This is an optimization exercise on Yosys and OpenROAD, whose aim is a short achievable clock period and few clock cycles, not a production implementation. In this exercise RTL edits were held to simulation tests only and were not proved equivalent to the original.

==> inputs of run a <==
// rv_core_top
module rv_core_top (
  input  logic  clk,
  input  logic  reset_i,
  input  rv_core_pkg::word_t boot_addr_i,
  output rv_core_pkg::word_t imem_addr_o,
  input  rv_core_pkg::word_t imem_rdata_i,
  output rv_core_pkg::word_t dmem_addr_o,
  output rv_core_pkg::word_t dmem_wdata_o,
  output logic  dmem_rd_o,
  output logic  dmem_wr_o,
  input  rv_core_pkg::word_t dmem_rdata_i
);
==> flow/config.mk <==
export PLATFORM = sky130hd
export DESIGN_NAME = rv_core_top
export DESIGN_NICKNAME = rv_core_top
export VERILOG_FILES = /design/flow/design.v
export SDC_FILE = /design/flow/constraint.sdc
export NUM_CORES = 4
export LEC_CHECK = 0
export CAP_MARGIN = 20
export CORE_MARGIN = 2
export CORE_UTILIZATION = 40
export PLACE_DENSITY = 0.6
export SETUP_SLACK_MARGIN = 4.0
export SLEW_MARGIN = 20
export SYNTH_HIERARCHICAL = 1
export SYNTH_MINIMUM_KEEP_SIZE = 0
==> flow/constraint.sdc <==
create_clock -name core_clock -period 7.0 [get_ports {clk}]
set_input_delay 1.4000 -clock core_clock [delete_from_list [all_inputs] [get_ports {clk}]]
set_output_delay 1.4000 -clock core_clock [all_outputs]
set_load 0.01 [all_outputs]
run.sh (not shown) runs the stock make flow with config.mk's settings and CLKGATE_MAP_FILE= SYNTH_SCRIPT=/design/flow/synth_recipe.tcl, a recipe that flattens the netlist after the stock synthesis.
==> inputs of run b, as changes to run a <==
--- a/flow/design.v
+++ b/flow/design.v
@@ -140,15 +140,14 @@
   input  logic                   clk,
   input  logic                   reset_i,
   input  logic                   fd_valid_i,
   input  rv_core_pkg::word_t     fd_instr_i,
   input  rv_core_pkg::word_t     fd_pc_i,
   input  logic                   fd_pred_i,
   input  logic                   redirect_i,
-  input  rv_core_pkg::word_t     f_instr_i,
   input  logic                   m_wen_i,
   input  rv_core_pkg::reg_addr_t m_rd_i,
   input  rv_core_pkg::word_t     m_val_i,
   input  rv_core_pkg::word_t     e_res_i,
   output logic                   stall_o,
   output rv_core_pkg::word_t     e_a_o,
   output rv_core_pkg::word_t     e_b_o,
@@ -188,15 +187,15 @@
   rv_core_pkg::word_t     rf_rs2;
   rv_core_pkg::word_t     rs1_val;
   rv_core_pkg::word_t     rs2_val;
   rv_core_pkg::word_t     b_val;
   logic is_op, is_opi, is_lui, is_ld, is_st, is_br, is_jal;
   logic alu_rr, alu_ri;
   logic op_add, op_sub, op_and, op_or, op_xor, op_slt, op_sll, op_srl, op_pass;
-  logic wen;
+  logic use_rs1, use_rs2, wen;
   logic fwd_rs1, fwd_rs2, ld_rs2;
   logic issue;
   assign ins = fd_instr_i;
   assign opc = ins[6:0];
   assign f3  = ins[14:12];
   assign f7  = ins[31:25];
   assign rs1 = ins[19:15];
@@ -222,14 +221,16 @@
   assign op_sll  = is_op && (f3 == 3'b001);
   assign op_slt  = (is_op || is_opi) && (f3 == 3'b010);
   assign op_xor  = (is_op || is_opi) && (f3 == 3'b100);
   assign op_srl  = is_op && (f3 == 3'b101);
   assign op_or   = (is_op || is_opi) && (f3 == 3'b110);
   assign op_and  = (is_op || is_opi) && (f3 == 3'b111);
   assign op_pass = is_lui || is_jal;
+  assign use_rs1 = alu_rr || alu_ri || is_ld || is_st || is_br;
+  assign use_rs2 = alu_rr || is_st || is_br;
   assign wen     = (alu_rr || alu_ri || is_lui || is_ld || is_jal) && (rd != '0);
   reg_file reg_file_inst (
     .clk        (clk),
     .rs1_i      (rs1),
     .rs2_i      (rs2),
     .wr_addr_i  (m_rd_i),
     .wr_en_i    (m_wen_i),
@@ -249,23 +250,20 @@
     end else if (is_jal) begin
       b_val = pc4;
     end else begin
       b_val = rs2_val;
     end
   end
   hazard_unit hazard_unit_inst (
-    .clk         (clk),
-    .reset_i     (reset_i),
-    .redirect_i  (redirect_i),
-    .f_instr_i   (f_instr_i),
     .d_valid_i   (fd_valid_i),
-    .d_load_i    (is_ld),
-    .d_rd_i      (rd),
     .d_rs1_i     (rs1),
     .d_rs2_i     (rs2),
+    .d_use_rs1_i (use_rs1),
+    .d_use_rs2_i (use_rs2),
+    .d_store_i   (is_st),
     .e_wen_i     (e_wen_o),
     .e_load_i    (e_load_o),
     .e_rd_i      (e_rd_o),
     .stall_o     (stall_o),
     .fwd_rs1_o   (fwd_rs1),
     .fwd_rs2_o   (fwd_rs2),
     .ld_rs2_o    (ld_rs2)
@@ -453,73 +451,37 @@
   assign dmem_addr_o  = m_res_i;
   assign dmem_wdata_o = m_sd_i;
   assign dmem_rd_o    = m_load_i;
   assign dmem_wr_o    = m_store_i;
   assign m_val_o      = m_load_i ? dmem_rdata_i : m_res_i;
 endmodule
 module hazard_unit (
-  input  logic                   clk,
-  input  logic                   reset_i,
-  input  logic                   redirect_i,
-  input  rv_core_pkg::word_t     f_instr_i,
   input  logic                   d_valid_i,
-  input  logic                   d_load_i,
-  input  rv_core_pkg::reg_addr_t d_rd_i,
   input  rv_core_pkg::reg_addr_t d_rs1_i,
   input  rv_core_pkg::reg_addr_t d_rs2_i,
+  input  logic                   d_use_rs1_i,
+  input  logic                   d_use_rs2_i,
+  input  logic                   d_store_i,
   input  logic                   e_wen_i,
   input  logic                   e_load_i,
   input  rv_core_pkg::reg_addr_t e_rd_i,
   output logic                   stall_o,
   output logic                   fwd_rs1_o,
   output logic                   fwd_rs2_o,
   output logic                   ld_rs2_o
 );
-  logic [6:0]             f_opc;
-  logic [2:0]             f_f3;
-  rv_core_pkg::reg_addr_t f_rs1;
-  rv_core_pkg::reg_addr_t f_rs2;
-  logic                   f_use_rs1;
-  logic                   f_use_rs2;
-  logic                   f_alu_rr;
-  logic                   f_alu_ri;
-  logic                   f_ld;
-  logic                   f_st;
-  logic                   f_br;
-  logic                   stall_d;
-  logic                   stall_q;
-  logic                   hit1;
-  logic                   hit2;
-  assign f_opc = f_instr_i[6:0];
-  assign f_f3  = f_instr_i[14:12];
-  assign f_rs1 = f_instr_i[19:15];
-  assign f_rs2 = f_instr_i[24:20];
-  assign f_alu_rr  = (f_opc == rv_core_pkg::OPC_OP) && (f_f3 != 3'b011);
-  assign f_alu_ri  = (f_opc == rv_core_pkg::OPC_OP_IMM) && (f_f3 != 3'b001) &&
-                     (f_f3 != 3'b011) && (f_f3 != 3'b101);
-  assign f_ld      = (f_opc == rv_core_pkg::OPC_LOAD) && (f_f3 == 3'b010);
-  assign f_st      = (f_opc == rv_core_pkg::OPC_STORE) && (f_f3 == 3'b010);
-  assign f_br      = (f_opc == rv_core_pkg::OPC_BRANCH) && (f_f3[2:1] == 2'b00);
-  assign f_use_rs1 = f_alu_rr || f_alu_ri || f_ld || f_st || f_br;
-  assign f_use_rs2 = f_alu_rr || f_br;
-  assign stall_d = !stall_q && !redirect_i && d_valid_i && d_load_i && (d_rd_i != '0) &&
-                   ((f_use_rs1 && (f_rs1 == d_rd_i)) || (f_use_rs2 && (f_rs2 == d_rd_i)));
-  always_ff @(posedge clk) begin
-    if (reset_i) begin
-      stall_q <= 1'b0;
-    end else begin
-      stall_q <= stall_d;
-    end
-  end
-  assign stall_o = stall_q;
+  logic hit1;
+  logic hit2;
   assign hit1 = e_wen_i && (e_rd_i == d_rs1_i);
   assign hit2 = e_wen_i && (e_rd_i == d_rs2_i);
   assign fwd_rs1_o = hit1 && !e_load_i;
   assign fwd_rs2_o = hit2 && !e_load_i;
   assign ld_rs2_o  = hit2 && e_load_i;
+  assign stall_o = d_valid_i && e_load_i &&
+                   ((d_use_rs1_i && hit1) || (d_use_rs2_i && hit2 && !d_store_i));
 endmodule
 module rv_core_top (
   input  logic  clk,
   input  logic  reset_i,
   input  rv_core_pkg::word_t boot_addr_i,
   output rv_core_pkg::word_t imem_addr_o,
   input  rv_core_pkg::word_t imem_rdata_i,
@@ -564,15 +526,14 @@
     .clk         (clk),
     .reset_i     (reset_i),
     .fd_valid_i  (fd_valid),
     .fd_instr_i  (fd_instr),
     .fd_pc_i     (fd_pc),
     .fd_pred_i   (fd_pred),
     .redirect_i  (redirect),
-    .f_instr_i   (imem_rdata_i),
     .m_wen_i     (m_wen),
     .m_rd_i      (m_rd),
     .m_val_i     (m_val),
     .e_res_i     (e_res),
     .stall_o     (stall),
     .e_a_o       (e_a),
     .e_b_o       (e_b),
==> impl_results.md <==
- Outcome: finished clean
- Seq area share: 39.2%
- Ratio of cells with drive above 1 in the final layout: between 30% and 40%
- Mapped Cells: 6034
- Inst Count DP: approximately 8400
Source of the figures above: run a

==> impl_results.md <==
- Mapped Cells: 5999
- Final clock period utilization by the worst path: ~47%
- Ratio of cells with drive above 1 in the final layout: 31.6%
- Post-synth top cells: edfxtp_1 (1089), mux2i_1 (462), mux4_2 (386)
- Inst Count DP: 8367
- FFs & Latches: between 1000 and 1500
- Critical Path Fanout Max: 5
- Seq area share: 39.3%
- Outcome: finished clean
Source of the figures above: run b

Testbench counts of run a, summed over its fixed seeds: cycles 47,067.
Testbench counts of run b, summed over its fixed seeds: cycles 47,067.

-- re-timing with driven ports --
How much do the figures lean on ideal ports? The routed layouts below were timed once more, with nothing changed but the port constraints.
Step 1 assumes that a clkbuf_16 drives the clock port and a buf_2 every other input.
Step 2, shift: input delay + t, output delay - t, t = (earliest + latest rising clock arrival at the registers) / 2. This alone moves slack from input paths to output paths.
a / b / c = no drivers / after step 1 / after step 2; a / b = the first two.
| run | t, ns | slack for setup (ns) | worst setup path at the end | clock arrival spread, ns | pins driven straight from the clock port |
|---|---|---|---|---|---|
| run a | 0.893 | 3.639 / 3.639 / 3.009 | input to register | 0.064 / 0.065 | 1 |
| run b | 0.918 | 3.705 / 3.705 / 3.032 | input to register | 0.065 / 0.065 | 1 |
After both steps every run listed still meets setup and hold. The setup slack of run b, which loses most, moves by 0.000 ns with the drivers and by -0.673 ns with both steps.
